This is an optimization exercise on Yosys and OpenROAD, whose aim is small area, a short achievable clock period and few clock cycles per item, not a production implementation.
At most, simulation tests tie the RTL to the original design; equivalence was not proved.
For run 1, only the layout was checked, not whether the RTL still works.
Power is estimated from default activity; no workload was simulated.

$ cat run.sh
#!/bin/bash
# synth_recipe.tcl (not shown) runs the flow's synth.tcl, then flattens the netlist and writes it again
# the make line also repeats each setting of config.mk as NAME=value (left out here)
make -C /OpenROAD-flow-scripts/flow DESIGN_CONFIG=/design/flow/config.mk WORK_HOME=/design/flow/orfs CLKGATE_MAP_FILE= SYNTH_SCRIPT=/design/flow/synth_recipe.tcl finish
$ cat config.mk
export PLATFORM = sky130hd
export DESIGN_NAME = tbpf_top
export DESIGN_NICKNAME = tbpf_top
export VERILOG_FILES = /design/flow/design.v
export SDC_FILE = /design/flow/constraint.sdc
export NUM_CORES = 4
export LEC_CHECK = 0
export CAP_MARGIN = 20
export CORE_MARGIN = 2
export CORE_UTILIZATION = 40
export SLEW_MARGIN = 20
$ cat constraint.sdc
create_clock -name core_clock -period 8.0 [get_ports {clk_i}]
set_input_delay 1.6000 -clock core_clock [delete_from_list [all_inputs] [get_ports {clk_i}]]
set_output_delay 1.6000 -clock core_clock [all_outputs]
set_load 0.01 [all_outputs]
$ cat design.v
`default_nettype none
package tbpf_pkg;
  localparam int unsigned EntryW   = 11;
  localparam int unsigned SampleW  = 8;
  localparam int unsigned IndexW   = 8;
  localparam int unsigned TotalW   = 15;
  localparam int unsigned SumW     = 22;
  localparam int unsigned WeightW  = 12;
  localparam int unsigned WsW      = WeightW + SampleW;
  localparam logic [1:0] FuncFilter = 2'd0;
  localparam logic [1:0] FuncRange  = 2'd1;
  localparam logic [1:0] FuncTap    = 2'd2;
endpackage
`default_nettype wire
`default_nettype none
module tbpf_weight_mem (
  input  wire logic                          clk_i,
  input  wire logic                          range_we_i,
  input  wire logic                          tap_we_i,
  input  wire logic [7:0]                    waddr_i,
  input  wire logic [tbpf_pkg::EntryW-1:0]   wdata_i,
  input  wire logic [7:0]                    range_raddr_i,
  input  wire logic [3:0]                    tap_raddr_i,
  output logic      [tbpf_pkg::EntryW-1:0]   range_rdata_o,
  output logic      [tbpf_pkg::EntryW-1:0]   tap_rdata_o
);
  logic [tbpf_pkg::EntryW-1:0] range_mem [256];
  logic [tbpf_pkg::EntryW-1:0] tap_mem   [16];
  always_ff @(posedge clk_i) begin
    if (range_we_i) begin
      range_mem[waddr_i] <= wdata_i;
    end
    if (tap_we_i) begin
      tap_mem[waddr_i[3:0]] <= wdata_i;
    end
  end
  assign range_rdata_o = range_mem[range_raddr_i];
  assign tap_rdata_o   = tap_mem[tap_raddr_i];
endmodule
`default_nettype wire
`default_nettype none
module tbpf_div_step #(
  parameter bit STEP = 1'b1,
  parameter bit REG  = 1'b1
) (
  input  wire logic        clk_i,
  input  wire logic        rst_ni,
  input  wire logic        v_i,
  input  wire logic [56:0] d_i,
  output logic             v_o,
  output logic [56:0]      d_o
);
  logic [15:0] rem;
  logic [14:0] dvs;
  logic [7:0]  lo, q, c;
  logic        sat, zero;
  assign {rem, dvs, lo, q, sat, zero, c} = d_i;
  logic [15:0] sh;
  logic [16:0] diff;
  logic [56:0] n;
  assign sh   = {rem[14:0], lo[7]};
  assign diff = {1'b0, sh} - {2'b00, dvs};
  assign n    = STEP ? {diff[16] ? sh : diff[15:0], dvs, lo[6:0], 1'b0,
                        q[6:0], !diff[16], sat, zero, c}
                     : d_i;
  if (REG) begin : g_reg
    always_ff @(posedge clk_i or negedge rst_ni) begin
      if (!rst_ni) v_o <= 1'b0;
      else         v_o <= v_i;
    end
    always_ff @(posedge clk_i) begin
      d_o <= n;
    end
  end else begin : g_wire
    assign v_o = v_i;
    assign d_o = n;
  end
endmodule
module tbpf_divider #(
  parameter logic [8:0] STAGE_MASK = 9'b1_1010_1010
) (
  input  wire logic                          clk_i,
  input  wire logic                          rst_ni,
  input  wire logic                          valid_i,
  input  wire logic [tbpf_pkg::SumW-1:0]     sum_i,
  input  wire logic                          sum_sat_i,
  input  wire logic [tbpf_pkg::TotalW-1:0]   total_i,
  input  wire logic                          total_sat_i,
  input  wire logic [7:0]                    center_i,
  output logic                               valid_o,
  output logic [7:0]                         sample_o,
  output logic                               took_o
);
  logic [21:0] sum_f;
  logic [14:0] dvs;
  logic        zero, sat;
  assign sum_f = sum_sat_i ? 22'h3fffff : sum_i;
  assign dvs   = total_sat_i ? 15'h7fff : total_i;
  assign zero  = !total_sat_i && (total_i == '0);
  assign sat   = {1'b0, sum_f[21:8]} >= dvs;
  logic [9:0]      v;
  logic [9*57-1:0] d;
  tbpf_div_step #(.STEP(1'b0), .REG(STAGE_MASK[8])) u_fmt (
    .clk_i  (clk_i),
    .rst_ni (rst_ni),
    .v_i    (valid_i),
    .d_i    ({2'b00, sum_f[21:8], dvs, sum_f[7:0], 8'h00, sat, zero, center_i}),
    .v_o    (v[0]),
    .d_o    (d[0 +: 57])
  );
  for (genvar k = 0; k < 8; k++) begin : g_step
    tbpf_div_step #(.STEP(1'b1), .REG(STAGE_MASK[k])) u_step (
      .clk_i  (clk_i),
      .rst_ni (rst_ni),
      .v_i    (v[k]),
      .d_i    (d[k*57 +: 57]),
      .v_o    (v[k+1]),
      .d_o    (d[(k+1)*57 +: 57])
    );
  end
  logic [56:0] last;
  assign last     = d[8*57 +: 57];
  assign valid_o  = v[8];
  assign took_o   = last[8];
  assign sample_o = last[8] ? last[7:0] : (last[9] ? 8'hff : last[17:10]);
endmodule
`default_nettype wire
`default_nettype none
module temporal_bilateral_pixel_filter #(
  parameter int unsigned FIFO_DEPTH = 6
) (
  input  wire logic        clk_i,
  input  wire logic        rst_ni,
  input  wire logic        in_valid_i,
  output logic             in_stall_o,
  input  wire logic [1:0]  in_func_i,
  input  wire logic [7:0]  in_index_i,
  input  wire logic [7:0]  in_sample_i,
  input  wire logic [7:0]  in_center_i,
  input  wire logic [10:0] in_weight_i,
  input  wire logic        in_last_i,
  output logic             out_valid_o,
  input  wire logic        out_stall_i,
  output logic [7:0]       out_sample_o,
  output logic             out_took_center_o
);
  localparam int unsigned EntryW  = tbpf_pkg::EntryW;
  localparam int unsigned TotalW  = tbpf_pkg::TotalW;
  localparam int unsigned SumW    = tbpf_pkg::SumW;
  localparam int unsigned WeightW = tbpf_pkg::WeightW;
  localparam int unsigned WsW     = tbpf_pkg::WsW;
  localparam int unsigned CntW    = $clog2(FIFO_DEPTH + 1);
  logic stall_q;
  logic accept;
  assign accept = in_valid_i && !stall_q;
  logic              a_v;
  logic [1:0]        a_func;
  logic [7:0]        a_idx, a_s, a_c;
  logic [EntryW-1:0] a_wt;
  logic              a_last;
  always_ff @(posedge clk_i or negedge rst_ni) begin
    if (!rst_ni) a_v <= 1'b0;
    else         a_v <= accept;
  end
  always_ff @(posedge clk_i) begin
    a_func <= in_func_i;
    a_idx  <= in_index_i;
    a_s    <= in_sample_i;
    a_c    <= in_center_i;
    a_wt   <= in_weight_i;
    a_last <= in_last_i;
  end
  logic              a_tapok, range_we, tap_we, a_filt;
  logic [7:0]        diff;
  logic [EntryW-1:0] range_rdata, tap_rdata;
  assign a_tapok  = a_idx[7:4] == 4'd0;
  assign range_we = a_v && (a_func == tbpf_pkg::FuncRange);
  assign tap_we   = a_v && (a_func == tbpf_pkg::FuncTap) && a_tapok;
  assign a_filt   = a_v && (a_func == tbpf_pkg::FuncFilter);
  assign diff     = (a_s >= a_c) ? (a_s - a_c) : (a_c - a_s);
  logic              b_v, b_last;
  logic [7:0]        b_s, b_c, b_diff;
  logic [EntryW-1:0] b_tw;
  always_ff @(posedge clk_i or negedge rst_ni) begin
    if (!rst_ni) b_v <= 1'b0;
    else         b_v <= a_filt;
  end
  always_ff @(posedge clk_i) begin
    b_last <= a_last;
    b_s    <= a_s;
    b_c    <= a_c;
    b_diff <= diff;
    b_tw   <= a_tapok ? tap_rdata : '0;
  end
  tbpf_weight_mem u_mem (
    .clk_i         (clk_i),
    .range_we_i    (range_we),
    .tap_we_i      (tap_we),
    .waddr_i       (a_idx),
    .wdata_i       (a_wt),
    .range_raddr_i (b_diff),
    .tap_raddr_i   (a_idx[3:0]),
    .range_rdata_o (range_rdata),
    .tap_rdata_o   (tap_rdata)
  );
  logic              c_v, c_last;
  logic [7:0]        c_s, c_c;
  logic [EntryW-1:0] c_tw, c_r;
  always_ff @(posedge clk_i or negedge rst_ni) begin
    if (!rst_ni) c_v <= 1'b0;
    else         c_v <= b_v;
  end
  always_ff @(posedge clk_i) begin
    c_last <= b_last;
    c_s    <= b_s;
    c_c    <= b_c;
    c_tw   <= b_tw;
    c_r    <= range_rdata;
  end
  logic [2*EntryW-1:0] prod;
  assign prod = c_tw * c_r;
  logic               d_v, d_last;
  logic [7:0]         d_s, d_c;
  logic [WeightW-1:0] d_w;
  always_ff @(posedge clk_i or negedge rst_ni) begin
    if (!rst_ni) d_v <= 1'b0;
    else         d_v <= c_v;
  end
  always_ff @(posedge clk_i) begin
    d_last <= c_last;
    d_s    <= c_s;
    d_c    <= c_c;
    d_w    <= prod[2*EntryW-1:10];
  end
  logic               e_v, e_last;
  logic [7:0]         e_c;
  logic [WeightW-1:0] e_w;
  logic [WsW-1:0]     e_ws;
  always_ff @(posedge clk_i or negedge rst_ni) begin
    if (!rst_ni) e_v <= 1'b0;
    else         e_v <= d_v;
  end
  always_ff @(posedge clk_i) begin
    e_last <= d_last;
    e_c    <= d_c;
    e_w    <= d_w;
    e_ws   <= d_w * d_s;
  end
  logic [TotalW-1:0] acc_t;
  logic [SumW-1:0]   acc_s;
  logic              st_t, st_s;
  logic [TotalW:0]   add_t;
  logic [SumW:0]     add_s;
  logic              nst_t, nst_s;
  assign add_t = {1'b0, acc_t} + (TotalW + 1)'(e_w);
  assign add_s = {1'b0, acc_s} + (SumW + 1)'(e_ws);
  assign nst_t = st_t || add_t[TotalW];
  assign nst_s = st_s || add_s[SumW];
  always_ff @(posedge clk_i or negedge rst_ni) begin
    if (!rst_ni) begin
      acc_t <= '0;
      acc_s <= '0;
      st_t  <= 1'b0;
      st_s  <= 1'b0;
    end else if (e_v) begin
      acc_t <= e_last ? '0 : add_t[TotalW-1:0];
      acc_s <= e_last ? '0 : add_s[SumW-1:0];
      st_t  <= !e_last && nst_t;
      st_s  <= !e_last && nst_s;
    end
  end
  logic              f_v, f_st_t, f_st_s;
  logic [TotalW-1:0] f_t;
  logic [SumW-1:0]   f_s;
  logic [7:0]        f_c;
  always_ff @(posedge clk_i or negedge rst_ni) begin
    if (!rst_ni) f_v <= 1'b0;
    else         f_v <= e_v && e_last;
  end
  always_ff @(posedge clk_i) begin
    f_t    <= add_t[TotalW-1:0];
    f_s    <= add_s[SumW-1:0];
    f_st_t <= nst_t;
    f_st_s <= nst_s;
    f_c    <= e_c;
  end
  logic       r_v, r_took;
  logic [7:0] r_sample;
  tbpf_divider u_div (
    .clk_i       (clk_i),
    .rst_ni      (rst_ni),
    .valid_i     (f_v),
    .sum_i       (f_s),
    .sum_sat_i   (f_st_s),
    .total_i     (f_t),
    .total_sat_i (f_st_t),
    .center_i    (f_c),
    .valid_o     (r_v),
    .sample_o    (r_sample),
    .took_o      (r_took)
  );
  localparam int unsigned FD = FIFO_DEPTH - 1;
  localparam int unsigned PW = (FD > 1) ? $clog2(FD) : 1;
  logic       out_v_q;
  logic [8:0] out_q;
  logic [8:0] fifo_q [FD];
  logic [PW-1:0] wr_q, rd_q;
  logic [CntW-1:0] fcnt_q;
  logic pop, out_free, fifo_nonempty, push, fifo_rd;
  assign pop           = out_v_q && !out_stall_i;
  assign out_free      = !out_v_q || !out_stall_i;
  assign fifo_nonempty = fcnt_q != '0;
  assign fifo_rd       = out_free && fifo_nonempty;
  assign push          = r_v && !(out_free && !fifo_nonempty);
  always_ff @(posedge clk_i or negedge rst_ni) begin
    if (!rst_ni) begin
      out_v_q <= 1'b0;
      wr_q    <= '0;
      rd_q    <= '0;
      fcnt_q  <= '0;
    end else begin
      if (out_free) begin
        out_v_q <= fifo_nonempty || r_v;
      end
      if (push) begin
        wr_q <= (wr_q == PW'(FD - 1)) ? '0 : wr_q + 1'b1;
      end
      if (fifo_rd) begin
        rd_q <= (rd_q == PW'(FD - 1)) ? '0 : rd_q + 1'b1;
      end
      fcnt_q <= fcnt_q + CntW'(push) - CntW'(fifo_rd);
    end
  end
  always_ff @(posedge clk_i) begin
    if (out_free) begin
      out_q <= fifo_nonempty ? fifo_q[rd_q] : {r_took, r_sample};
    end
    if (push) begin
      fifo_q[wr_q] <= {r_took, r_sample};
    end
  end
  assign out_valid_o       = out_v_q;
  assign out_took_center_o = out_q[8];
  assign out_sample_o      = out_q[7:0];
  logic [CntW-1:0] owed_q, owed_d;
  logic            take_last;
  assign take_last = accept && (in_func_i == tbpf_pkg::FuncFilter) && in_last_i;
  assign owed_d    = owed_q + CntW'(take_last) - CntW'(pop);
  always_ff @(posedge clk_i or negedge rst_ni) begin
    if (!rst_ni) begin
      owed_q  <= '0;
      stall_q <= 1'b0;
    end else begin
      owed_q  <= owed_d;
      stall_q <= owed_d >= CntW'(FIFO_DEPTH);
    end
  end
  assign in_stall_o = stall_q;
endmodule
`default_nettype wire
`default_nettype none
module tbpf_top (
  input  wire logic        clk_i,
  input  wire logic        rst_ni,
  input  wire logic        in_valid_i,
  output logic             in_stall_o,
  input  wire logic [1:0]  in_func_i,
  input  wire logic [7:0]  in_index_i,
  input  wire logic [7:0]  in_sample_i,
  input  wire logic [7:0]  in_center_i,
  input  wire logic [10:0] in_weight_i,
  input  wire logic        in_last_i,
  output logic             out_valid_o,
  input  wire logic        out_stall_i,
  output logic [7:0]       out_sample_o,
  output logic             out_took_center_o
);
  temporal_bilateral_pixel_filter u_filter (
    .clk_i             (clk_i),
    .rst_ni            (rst_ni),
    .in_valid_i        (in_valid_i),
    .in_stall_o        (in_stall_o),
    .in_func_i         (in_func_i),
    .in_index_i        (in_index_i),
    .in_sample_i       (in_sample_i),
    .in_center_i       (in_center_i),
    .in_weight_i       (in_weight_i),
    .in_last_i         (in_last_i),
    .out_valid_o       (out_valid_o),
    .out_stall_i       (out_stall_i),
    .out_sample_o      (out_sample_o),
    .out_took_center_o (out_took_center_o)
  );
endmodule
`default_nettype wire
==> results of run 1 <==
## synthesized netlist by cell type, drive strengths merged, types with 91 or more instances
library cell / n
o21ai: 91
inv: 315
fa: 152
clkbuf: 219
nor2: 370
ha: 285
and2: 146
dfxtp: 439
xnor2: 102
nand2: 210
buf: 101
mux4: 999
edfxtp: 3046
a21oi: 108
## placed cells by master (no fill, tap or decap), drive strengths merged, types with 102 or more instances in the layout
cell type,count
clkinv,152
edfxtp,3046
ha,285
nor2,370
buf,162
xnor2,102
dfxtp,439
inv,329
a21oi,108
and2,146
mux4,999
clkbuf,461
nand2,210
fa,152
## kinds of logic after synthesis
| logic type | Yosys count | share of synthesized area, % |
|---|---|---|
| flops | 3549 | 71.09 |
| mux | 1100 | 16.47 |
| simple gates | 989 | 3.255 |
| buf+inv | 635 | 1.722 |
| fa+ha+maj | 437 | 4.612 |
| compound gates | 420 | 1.948 |
| xor+xnor | 147 | 0.8986 |
## state kept, by name, indices dropped and copies added (netlist names), 9 cells and up
name,cells
u_filter.out_q,9
u_filter.d_w,12
u_filter.f_t,15
u_filter.u_mem.tap_mem,176
u_filter.acc_t,15
u_filter.acc_s,22
u_filter.f_s,22
u_filter.fifo_q,45
u_filter.c_r,11
u_filter.c_tw,11
u_filter.b_tw,11
u_filter.a_wt,11
u_filter.u_div.u_fmt.d_o,47
u_filter.u_div.g_step.u_step.d_o,162
u_filter.e_ws,20
u_filter.u_mem.range_mem,2816
u_filter.e_w,12
## power groups by stage
stage	Sequential (W)	Clock, W	Combinational (W)
after floorplan	0.0216	0	0.00937
after global placement	0.0219	0	0.0124
after detailed placement	0.0220	0	0.0126
after CTS	0.0216	0.0168	0.0127
after global routing	0.0216	0.0175	0.0139
final	0.0215	0.0165	0.0126
## worst paths after layout
kind / depth (start not counted) / start / slack (ns) / to
max in group asynchronous: 1 / rst_ni / 6.46 / u_filter.owed_q[0]
hold reg to reg: 0 / u_filter.u_div.g_step[3].u_step.d_o[3] / 0.30 / u_filter.u_div.g_step[5].u_step.d_o[3]
min in group asynchronous: 1 / rst_ni / 0.85 / u_filter.u_div.g_step[5].u_step.v_o
hold / removal: 0 / u_filter.u_div.g_step[3].u_step.d_o[3] / 0.30 / u_filter.u_div.g_step[5].u_step.d_o[3]
setup / recovery: 22 / u_filter.u_div.g_step[1].u_step.d_o[25] / 1.63 / u_filter.u_div.g_step[3].u_step.d_o[53]
setup reg to reg: 22 / u_filter.u_div.g_step[1].u_step.d_o[25] / 1.63 / u_filter.u_div.g_step[3].u_step.d_o[53]
## stage by stage
stage          setup WS, ns  hold slack [ns]  power [W]
3_5_place_dp          1.675           0.3121    0.03460
6_report              1.627           0.3048    0.05067
4_1_cts               1.618           0.3035    0.05109
3_3_place_gp          1.574           0.3100    0.03439
5_1_grt               1.001           0.3015    0.05298
2_1_floorplan         2.703           0.3096    0.03101
## worst reg2reg max path, stage by stage (launching register included)
cell and delay (ns):
dfxtp_1 0.30, inv_1 0.07, ha_1 0.18, inv_1 0.06, fa_1 0.40, a21o_1 0.18, a21oi_1 0.28, o21ai_1 0.20
a221oi_1 0.41, a21oi_1 0.14, nand2_1 0.13, and2_1 0.61, mux2_2 0.43, ha_1 0.33, a21o_1 0.18, a21oi_1 0.21
o21ai_0 0.21, o21ai_0 0.34, o21ai_0 0.20, o41ai_1 0.32, nand2b_1 0.18, nand2b_1 0.44, mux2_2 0.47
## per-layer routing
metal  up-vias  routed length [um]  track usage (%)
met1     36750              145100            26.11
met3       491               19620            2.584
met2      2019              160600            29.37
met5         -                  69                0
met4        10                9403            5.133
li1      29490                   -                -
## layout make-up
type,count,share of cell area (%)
inverter,315,0.7293
antenna,2,0.003087
multi-input combinational,3093,24.34
clock buffer,461,6.083
timing repair buffer,213,1.291
sequential,3549,62.87
clock inverter,200,1.022
tap,4751,3.666
==> results.yml, run 1 <==
final_layout:
  n_fill_cell: 29870
  area_growth_pct: 13.15
  nNetsFinal: 8017
  final_layout_size_suffix_gt1_share_pct: 25.48
  multi_input_area_um2: 39460
  layout.cells.non_filler: 12580
  register_area_um2: 101900
  final_util_pct: 45.51
  stdcell_area_um2: 162100
timing:
  finalSetupViolations: 0
  rsz0062_at_grt: "false"
  max_slew.worst_pin.slew_ns: 1.156
  hold_violations: 0
  post-route-period-util_pct: 79.66
  fin_tns_setup_ns: 0
  fin_crit_ns: 6.373
  skew_ns: 0.09779
  fmax_mhz: 156.9
  relSlewSlack_pct: 22.75
  slew_violations: 0
placement:
  gp_congestion: 0.8134
  placedCellCount: 11910
  io_buffers: 52
  dp_hpwl_um: 205600
  place_area_um2: 150300
critical_path:
  crit_arrival_ns: 7.16
  crit_family: "compound AO/OA/AOI/OAI gates"
  cp.required_ns: 8.79
  critical_path_buf_inv_count: 2
  critPathLaunchType: "register"
  max_stage_delay_ns: 0.61
  crit_chain: "inv_1 > ha_1 > inv_1 > fa_1 > a21o_1 > a21oi_1 > o21ai_1 > a221oi_1 > a21oi_1 > nand2_1 > and2_1 > mux2_2 > ha_1 > a21o_1 > a21oi_1 > o21ai_0 > o21ai_0 > o21ai_0 > o41ai_1 > nand2b_1 > nand2b_1 > mux2_2"
  crit_type: "register to register"
  critPathMaxFanout: 15
  setup.worst_path.end_class: "register"
  cp_slowest_cell: "and2_1"
floorplanning:
  dieArea_um2: 363000
  pin_count: 53
  rows: 219
  die-width_um: 602.5
  die_y_um: 602.5
  core_area_um2: 356200
  start_util_pct: 40.22
synth:
  synthesis.area_um2: 143300
  postSynthAreaPerCell_um2: 19.69
  synth_ff_type: "edfxtp_1"
  yosysSeqAreaShare_pct: 71.09
  postSynthCellCount: 7277
  async_flop_share_pct: 1.803
  synth_top_area_cell: "edfxtp_1"
  yosysWarnings: 4
  syn_nets: 7756
  synth_edf_count: 3046
  yosysTopAreaCellShare_pct: 63.84
  synth_area_leaders: "edfxtp_1 64%, mux4_2 16%, dfxtp_1 6.1%"
  ys_seq_elements: 3549
  yosysUniqueCellTypes: 73
routing:
  vias_per_cell: 5.464
  wire_per_inst_um: 26.60
  wl_um: 334800
  drc: 0
  drtIter0Drc: 6710
  route.vias.total: 68760
  ant_nets: 0
  dr.pass1.iters: 5
power:
  pwr-share-seq_pct: 42.5
  power.leakage_nw: 53.61
  powerDensity_nw_per_um2: 312.5
  vdd_ir_drop_max_uv: 326.6
  clockPowerShare_pct: 32.5
  switchingPower_w: 0.01439
  p_comb_share_pct: 25.0
  internal_power_w: 0.03628
  swShare_pct: 28.40
grt:
  antenna_found_initial: 18
  grtUsageTotal_pct: 18.27
  grt_pass1_wl_um: 490900
  grt_max_degree: 184
  grt_pass1_vias: 70510
  gr-total-overflow: 0
clock_tree:
  clk_transition_reported_paths_ns: 0.06
  cts_sinks: 3549
  clk_latency_ns: 0.96
  post_cts_resized: 0
  numCtsBuffers: 366
  post-cts-setup-buffers: 0
  cts.path.max_buffers: 4
  root_buffer: "clkbuf_16"
  cts.htree.levels: 5
  ctsHoldBuffers: 0
  cts_tree: "done"
worst_hold_path:
  hold_path_class: "register to register"
flow_run:
  cap_violations: 0
status:
  outcome: "complete, no violations"
==> run 2: changes to the inputs <==
--- a/design.v
+++ b/design.v
@@ -19,13 +19,15 @@
   input  wire logic                          tap_we_i,
   input  wire logic [7:0]                    waddr_i,
   input  wire logic [tbpf_pkg::EntryW-1:0]   wdata_i,
-  input  wire logic [7:0]                    range_raddr_i,
+  input  wire logic [15:0]                   range_rhi_i,
+  input  wire logic [15:0]                   range_rlo_i,
   input  wire logic [3:0]                    tap_raddr_i,
   output logic      [tbpf_pkg::EntryW-1:0]   range_rdata_o,
   output logic      [tbpf_pkg::EntryW-1:0]   tap_rdata_o
 );
-  logic [tbpf_pkg::EntryW-1:0] range_mem [256];
-  logic [tbpf_pkg::EntryW-1:0] tap_mem   [16];
+  localparam int unsigned EW = tbpf_pkg::EntryW;
+  logic [EW-1:0] range_mem [256];
+  logic [EW-1:0] tap_mem   [16];
   always_ff @(posedge clk_i) begin
     if (range_we_i) begin
       range_mem[waddr_i] <= wdata_i;
@@ -34,8 +36,20 @@
       tap_mem[waddr_i[3:0]] <= wdata_i;
     end
   end
-  assign range_rdata_o = range_mem[range_raddr_i];
-  assign tap_rdata_o   = tap_mem[tap_raddr_i];
+  logic [EW-1:0] grp [16];
+  always_comb begin
+    for (int g = 0; g < 16; g++) begin
+      grp[g] = '0;
+      for (int j = 0; j < 16; j++) begin
+        grp[g] = grp[g] | ({EW{range_rlo_i[j]}} & range_mem[16*g + j]);
+      end
+    end
+    range_rdata_o = '0;
+    for (int g = 0; g < 16; g++) begin
+      range_rdata_o = range_rdata_o | ({EW{range_rhi_i[g]}} & grp[g]);
+    end
+  end
+  assign tap_rdata_o = tap_mem[tap_raddr_i];
 endmodule
 `default_nettype wire
 `default_nettype none
@@ -46,22 +60,20 @@
   input  wire logic        clk_i,
   input  wire logic        rst_ni,
   input  wire logic        v_i,
-  input  wire logic [56:0] d_i,
+  input  wire logic [38:0] d_i,
   output logic             v_o,
-  output logic [56:0]      d_o
+  output logic [38:0]      d_o
 );
-  logic [15:0] rem;
-  logic [14:0] dvs;
-  logic [7:0]  lo, q, c;
-  logic        sat, zero;
-  assign {rem, dvs, lo, q, sat, zero, c} = d_i;
+  logic        zero;
+  logic [14:0] rem, dvs;
+  logic [7:0]  lq;
+  assign {zero, rem, dvs, lq} = d_i;
   logic [15:0] sh;
   logic [16:0] diff;
-  logic [56:0] n;
-  assign sh   = {rem[14:0], lo[7]};
+  logic [38:0] n;
+  assign sh   = {rem, lq[7]};
   assign diff = {1'b0, sh} - {2'b00, dvs};
-  assign n    = STEP ? {diff[16] ? sh : diff[15:0], dvs, lo[6:0], 1'b0,
-                        q[6:0], !diff[16], sat, zero, c}
+  assign n    = STEP ? {zero, diff[16] ? sh[14:0] : diff[14:0], dvs, lq[6:0], !diff[16]}
                      : d_i;
   if (REG) begin : g_reg
     always_ff @(posedge clk_i or negedge rst_ni) begin
@@ -77,7 +89,7 @@
   end
 endmodule
 module tbpf_divider #(
-  parameter logic [8:0] STAGE_MASK = 9'b1_1010_1010
+  parameter logic [8:0] STAGE_MASK = 9'b1_1111_1111
 ) (
   input  wire logic                          clk_i,
   input  wire logic                          rst_ni,
@@ -92,37 +104,38 @@
   output logic                               took_o
 );
   logic [21:0] sum_f;
-  logic [14:0] dvs;
+  logic [14:0] tot_f, dvs;
   logic        zero, sat;
   assign sum_f = sum_sat_i ? 22'h3fffff : sum_i;
-  assign dvs   = total_sat_i ? 15'h7fff : total_i;
+  assign tot_f = total_sat_i ? 15'h7fff : total_i;
   assign zero  = !total_sat_i && (total_i == '0);
-  assign sat   = {1'b0, sum_f[21:8]} >= dvs;
+  assign sat   = {1'b0, sum_f[21:8]} >= tot_f;
+  assign dvs   = sat ? '0 : tot_f;
   logic [9:0]      v;
-  logic [9*57-1:0] d;
+  logic [9*39-1:0] d;
   tbpf_div_step #(.STEP(1'b0), .REG(STAGE_MASK[8])) u_fmt (
     .clk_i  (clk_i),
     .rst_ni (rst_ni),
     .v_i    (valid_i),
-    .d_i    ({2'b00, sum_f[21:8], dvs, sum_f[7:0], 8'h00, sat, zero, center_i}),
+    .d_i    ({zero, 1'b0, sum_f[21:8], dvs, zero ? center_i : sum_f[7:0]}),
     .v_o    (v[0]),
-    .d_o    (d[0 +: 57])
+    .d_o    (d[0 +: 39])
   );
   for (genvar k = 0; k < 8; k++) begin : g_step
     tbpf_div_step #(.STEP(1'b1), .REG(STAGE_MASK[k])) u_step (
       .clk_i  (clk_i),
       .rst_ni (rst_ni),
       .v_i    (v[k]),
-      .d_i    (d[k*57 +: 57]),
+      .d_i    (d[k*39 +: 39]),
       .v_o    (v[k+1]),
-      .d_o    (d[(k+1)*57 +: 57])
+      .d_o    (d[(k+1)*39 +: 39])
     );
   end
-  logic [56:0] last;
-  assign last     = d[8*57 +: 57];
+  logic [38:0] last;
+  assign last     = d[8*39 +: 39];
   assign valid_o  = v[8];
-  assign took_o   = last[8];
-  assign sample_o = last[8] ? last[7:0] : (last[9] ? 8'hff : last[17:10]);
+  assign took_o   = last[38];
+  assign sample_o = last[38] ? last[30:23] : last[7:0];
 endmodule
 `default_nettype wire
 `default_nettype none
@@ -179,7 +192,8 @@
   assign a_filt   = a_v && (a_func == tbpf_pkg::FuncFilter);
   assign diff     = (a_s >= a_c) ? (a_s - a_c) : (a_c - a_s);
   logic              b_v, b_last;
-  logic [7:0]        b_s, b_c, b_diff;
+  logic [7:0]        b_s, b_c;
+  logic [15:0]       b_dhi, b_dlo;
   logic [EntryW-1:0] b_tw;
   always_ff @(posedge clk_i or negedge rst_ni) begin
     if (!rst_ni) b_v <= 1'b0;
@@ -189,7 +203,8 @@
     b_last <= a_last;
     b_s    <= a_s;
     b_c    <= a_c;
-    b_diff <= diff;
+    b_dhi  <= 16'd1 << diff[7:4];
+    b_dlo  <= 16'd1 << diff[3:0];
     b_tw   <= a_tapok ? tap_rdata : '0;
   end
   tbpf_weight_mem u_mem (
@@ -198,7 +213,8 @@
     .tap_we_i      (tap_we),
     .waddr_i       (a_idx),
     .wdata_i       (a_wt),
-    .range_raddr_i (b_diff),
+    .range_rhi_i   (b_dhi),
+    .range_rlo_i   (b_dlo),
     .tap_raddr_i   (a_idx[3:0]),
     .range_rdata_o (range_rdata),
     .tap_rdata_o   (tap_rdata)
@@ -217,34 +233,64 @@
     c_tw   <= b_tw;
     c_r    <= range_rdata;
   end
+  logic               d1_v, d1_last;
+  logic [7:0]         d1_s, d1_c;
+  logic [16:0]        d1_plo;
+  logic [15:0]        d1_phi;
+  always_ff @(posedge clk_i or negedge rst_ni) begin
+    if (!rst_ni) d1_v <= 1'b0;
+    else         d1_v <= c_v;
+  end
+  always_ff @(posedge clk_i) begin
+    d1_last <= c_last;
+    d1_s    <= c_s;
+    d1_c    <= c_c;
+    d1_plo  <= c_tw * c_r[5:0];
+    d1_phi  <= c_tw * c_r[10:6];
+  end
   logic [2*EntryW-1:0] prod;
-  assign prod = c_tw * c_r;
+  assign prod = {5'd0, d1_plo} + {d1_phi, 6'd0};
   logic               d_v, d_last;
   logic [7:0]         d_s, d_c;
   logic [WeightW-1:0] d_w;
   always_ff @(posedge clk_i or negedge rst_ni) begin
     if (!rst_ni) d_v <= 1'b0;
-    else         d_v <= c_v;
+    else         d_v <= d1_v;
   end
   always_ff @(posedge clk_i) begin
-    d_last <= c_last;
-    d_s    <= c_s;
-    d_c    <= c_c;
+    d_last <= d1_last;
+    d_s    <= d1_s;
+    d_c    <= d1_c;
     d_w    <= prod[2*EntryW-1:10];
   end
+  logic               e1_v, e1_last;
+  logic [7:0]         e1_c;
+  logic [WeightW-1:0] e1_w;
+  logic [15:0]        e1_qlo, e1_qhi;
+  always_ff @(posedge clk_i or negedge rst_ni) begin
+    if (!rst_ni) e1_v <= 1'b0;
+    else         e1_v <= d_v;
+  end
+  always_ff @(posedge clk_i) begin
+    e1_last <= d_last;
+    e1_c    <= d_c;
+    e1_w    <= d_w;
+    e1_qlo  <= d_w * d_s[3:0];
+    e1_qhi  <= d_w * d_s[7:4];
+  end
   logic               e_v, e_last;
   logic [7:0]         e_c;
   logic [WeightW-1:0] e_w;
   logic [WsW-1:0]     e_ws;
   always_ff @(posedge clk_i or negedge rst_ni) begin
     if (!rst_ni) e_v <= 1'b0;
-    else         e_v <= d_v;
+    else         e_v <= e1_v;
   end
   always_ff @(posedge clk_i) begin
-    e_last <= d_last;
-    e_c    <= d_c;
-    e_w    <= d_w;
-    e_ws   <= d_w * d_s;
+    e_last <= e1_last;
+    e_c    <= e1_c;
+    e_w    <= e1_w;
+    e_ws   <= {4'd0, e1_qlo} + {e1_qhi, 4'd0};
   end
   logic [TotalW-1:0] acc_t;
   logic [SumW-1:0]   acc_s;
--- a/config.mk
+++ b/config.mk
@@ -5,7 +5,11 @@
 export SDC_FILE = /design/flow/constraint.sdc
 export NUM_CORES = 4
 export LEC_CHECK = 0
+export ABC_CLOCK_PERIOD_IN_PS = 3000
 export CAP_MARGIN = 20
 export CORE_MARGIN = 2
-export CORE_UTILIZATION = 40
+export CORE_UTILIZATION = 60
+export CTS_CLUSTER_DIAMETER = 100
+export CTS_CLUSTER_SIZE = 30
+export SETUP_SLACK_MARGIN = 4.5
 export SLEW_MARGIN = 20
==> run 2 against run 1 <==
Compared with the run above:
- design area is 4.8% lower
- final cell count is 3.5% lower
- via count is 19% higher
- power is 16% lower
- count of clock-buffer cells in the layout is 223 lower
- first-iteration DRC count is 73% higher
- sequential power is 9.3% higher
- non-clock buffer count is 82 higher
- synthesized cell count is 22% higher
- largest cell class unchanged
- largest power group unchanged
==> results.yml, run 2 <==
floorplanning:
  die_y_um: 492.7
  dieArea_um2: 242700
  rows: 179
  die-width_um: 492.7
  core_area_um2: 237600
  pin_count: 53
  start_util_pct: 60.30
critical_path:
  crit_chain: "nand2_2 > fa_1 > fa_1 > fa_1 > inv_2 > ha_4 > a21o_1 > a21oi_2 > o21bai_1 > a21oi_2 > nor2b_1 > o2111ai_1 > nand3_1 > o41a_1 > xor2_1"
  setup.worst_path.end_class: "register"
  reg2regPathDepth: 15
  max_stage_delay_ns: 0.54
  crit_type: "register to register"
  cp.required_ns: 8.74
  startpoint: "u_filter.c_r[8]"
  r2r_end: "u_filter.d1_phi[14]"
  crit_arrival_ns: 4.71
  crit_path_end: "u_filter.d1_phi[14]"
  reg2reg_from: "u_filter.c_r[8]"
  cp_slowest_cell: "fa_1"
  critPathMaxFanout: 5
  critPathLaunchType: "register"
  reg2reg_slack_ns: 4.03
  cpMostUsedCell: "fa_1"
power:
  switchingPower_w: 0.01292
  powerDensity_nw_per_um2: 276.6
  internal_power_w: 0.02977
  vdd_ir_drop_max_uv: 365.6
  p_comb_share_pct: 22.4
  swShare_pct: 30.27
  power.leakage_nw: 51.28
  pwr-share-seq_pct: 55.1
  clockPowerShare_pct: 22.5
synth:
  yosysMostFrequentCell: "edfxtp_1"
  yosysTopAreaCellShare_pct: 63.83
  async_flop_share_pct: 1.845
  synth_ff_type: "edfxtp_1"
  synthTopCellsByCount: "3046 x edfxtp_1, 679 x dfxtp_1, 631 x a221oi_1"
  synthesis.area_um2: 143300
  yosysUniqueCellTypes: 80
  synth_top_area_cell: "edfxtp_1"
  yosysSeqAreaShare_pct: 74.54
  synth_area_leaders: "edfxtp_1 64%, dfxtp_1 9.5%, a221oi_1 3.9%"
  synth_edf_count: 3046
  postSynthAreaPerCell_um2: 16.14
  postSynthCellCount: 8880
  yosysWarnings: 5
  ys_seq_elements: 3795
  syn_nets: 9337
timing:
  relSlewSlack_pct: 21.99
  finalSetupViolations: 0
  hold_violations: 0
  fmax_mhz: 251.8
  slew_violations: 0
  max_slew.worst_pin.slew_ns: 1.166
  fin_crit_ns: 3.972
  fin_tns_setup_ns: 0
  skew_ns: 0.04040
  post-route-period-util_pct: 49.64
  rsz0062_at_grt: "true"
final_layout:
  layout.cells.non_filler: 12140
  area_growth_pct: 7.703
  final_cell_mix: "3046 x edfxtp_1, 616 x dfxtp_1, 611 x a22o_1"
  final_layout_size_suffix_gt1_share_pct: 11.12
  regMostFlops: "u_filter.u_mem.range_mem"
  largest_register_ffs: 2816
  final_common_cell: "edfxtp_1"
  nNetsFinal: 9314
placement:
  dp_hpwl_um: 245900
  placedCellCount: 11790
  io_buffers: 52
  gp_congestion: 0.8795
clock_tree:
  cts_tree: "done"
  ctsHoldBuffers: 0
  cts.path.max_buffers: 3
  numCtsBuffers: 147
  root_buffer: "clkbuf_16"
  cts.htree.levels: 4
  cts_sinks: 3795
  clk_transition_reported_paths_ns: 0.11
  clk_latency_ns: 0.88
routing:
  ant_nets: 0
  dr.pass1.iters: 8
  vias_per_cell: 6.745
  wl_um: 400600
  drtIter0Drc: 11620
  drc: 0
  wire_per_inst_um: 33.00
  route.vias.total: 81870
flow_run:
  cap_violations: 0
grt:
  gr-total-overflow: 0
  grt_pass1_vias: 78180
  grt_pass1_wl_um: 567600
  grt_max_degree: 167
  antenna_found_initial: 15
  grtUsageTotal_pct: 32.42
status:
  outcome: "complete, no violations"
worst_hold_path:
  hold-path-cell-count: 0
  hold_path_class: "register to register"
-- run 2: repair_timing --
action,in CTS,in global routing
cloned,0,4
setup endpoints to repair,1100,464
resized for setup,180,94
pin swaps,40,66
setup buffers,40,33
-- run 2: cell families (layout without fill, tap and decap cells) --
| kind of cell | count (synthesis) | after routing | synth area share [%] |
|---|---|---|---|
| flip-flops | 3795 | 3795 | 74.54 |
| multiplexers | 117 | 117 | 1.400 |
| other | 0 | 6 | 0 |
| XOR/XNOR | 174 | 174 | 1.069 |
| AND/OR/NAND/NOR | 1459 | 1459 | 4.848 |
| adder cells (fa/ha/maj) | 415 | 415 | 4.242 |
| AO/OA/AOI/OAI | 2113 | 2117 | 11.77 |
| buffers and inverters | 807 | 889 | 2.128 |
-- run 2: worst min-delay path by stage --
stage	start	to
2_1_floorplan	u_filter.b_tw[0]	u_filter.c_tw[0]
3_3_place_gp	u_filter.d1_c[2]	u_filter.d_c[2]
3_5_place_dp	u_filter.b_tw[4]	u_filter.c_tw[4]
4_1_cts	u_filter.d1_c[3]	u_filter.d_c[3]
5_1_grt	u_filter.b_c[4]	u_filter.c_c[4]
6_report	u_filter.b_c[4]	u_filter.c_c[4]
-- run 2: power groups by stage --
stage	Combinational, W	Clock [W]	Sequential [W]
after global placement	0.00882	0	0.0240
after detailed placement	0.00904	0	0.0240
after CTS	0.00925	0.00965	0.0235
after floorplan	0.00614	0	0.0233
final	0.00957	0.00960	0.0235
after global routing	0.0104	0.0103	0.0236
-- run 2: area by class of cell --
class / instances / area [um^2]
Antenna cell: 6 / 15.01
Sequential cell: 3795 / 107000
Clock buffer: 238 / 4158
Tap cell: 3167 / 3963
Timing Repair Buffer: 295 / 2730
Multi-Input combinational cell: 4282 / 34920
Fill cell: 16630 / 83300
Clock inverter: 20 / 269.0
Inverter: 336 / 1261
-- run 2: through the flow --
| stage | power (W) | hold slack [ns] | setup slack (ns) | utilization [%] | cell area, um^2 |
|---|---|---|---|---|---|
| final | 0.04269 | 0.3282 | 4.028 | 64.95 | 154300 |
| after global routing | 0.04427 | 0.3234 | 3.907 | 64.94 | 154300 |
| after CTS | 0.04244 | 0.3216 | 4.075 | 64.57 | 153400 |
| after detailed placement | 0.03302 | 0.3120 | 3.483 | 62.32 | 148100 |
| after global placement | 0.03279 | 0.3102 | 3.509 | 62.16 | 147700 |
| after floorplan | 0.02945 | 0.3095 | 4.272 | - | 143500 |
-- run 2: per-layer routing --
metal | vias to the layer above | GRT usage [%] | wire (um)
met1 | 42140 | 45.82 | 157700
li1 | 34860 | - | -
met3 | 612 | 5.979 | 38860
met4 | 14 | 10.96 | 15040
met2 | 4248 | 51.34 | 188700
met5 | - | 0 | 297
-- run 2: worst max-delay path: cells and delay by family, from the launching register on --
kind	cells	cell delay [ns]
AO/OA/AOI/OAI	6	1.12
flip-flops	1	0.50
buffers and inverters	1	0.05
XOR/XNOR	1	0.15
AND/OR/NAND/NOR	3	0.31
adder cells (fa/ha/maj)	4	1.73
Testbench counts of run 2, summed over its fixed seeds: cycles 20,904, pixels 2,400.

-- static timing again, ports no longer ideal --
The flow's constraints put no driver on any port. The routed layouts listed below were extracted and timed again, unchanged, in two steps. Step 1, drivers: a clkbuf_16 drives clk_i and a buf_2 each remaining input, both assumed. Step 2 also shifts input and output timing later by t, the mid clock arrival at the registers, as if the neighbouring blocks saw the same clock. a / b / c = ideal / step 1 / step 2; a / b = the first two.
| run | t, ns | setup slack, ns | worst setup path at the end | pins driven straight from the clock port |
|---|---|---|---|---|
| run 1 | 1.010 | 1.627 / 1.627 / 1.627 | register to register | 1 |
| run 2 | 0.946 | 4.028 / 4.028 / 3.904 | input to register | 1 |
After both steps every run listed still meets setup and hold. For run 2, which loses most, drivers alone change the setup slack by 0.000 ns; drivers and shift together by -0.124 ns.
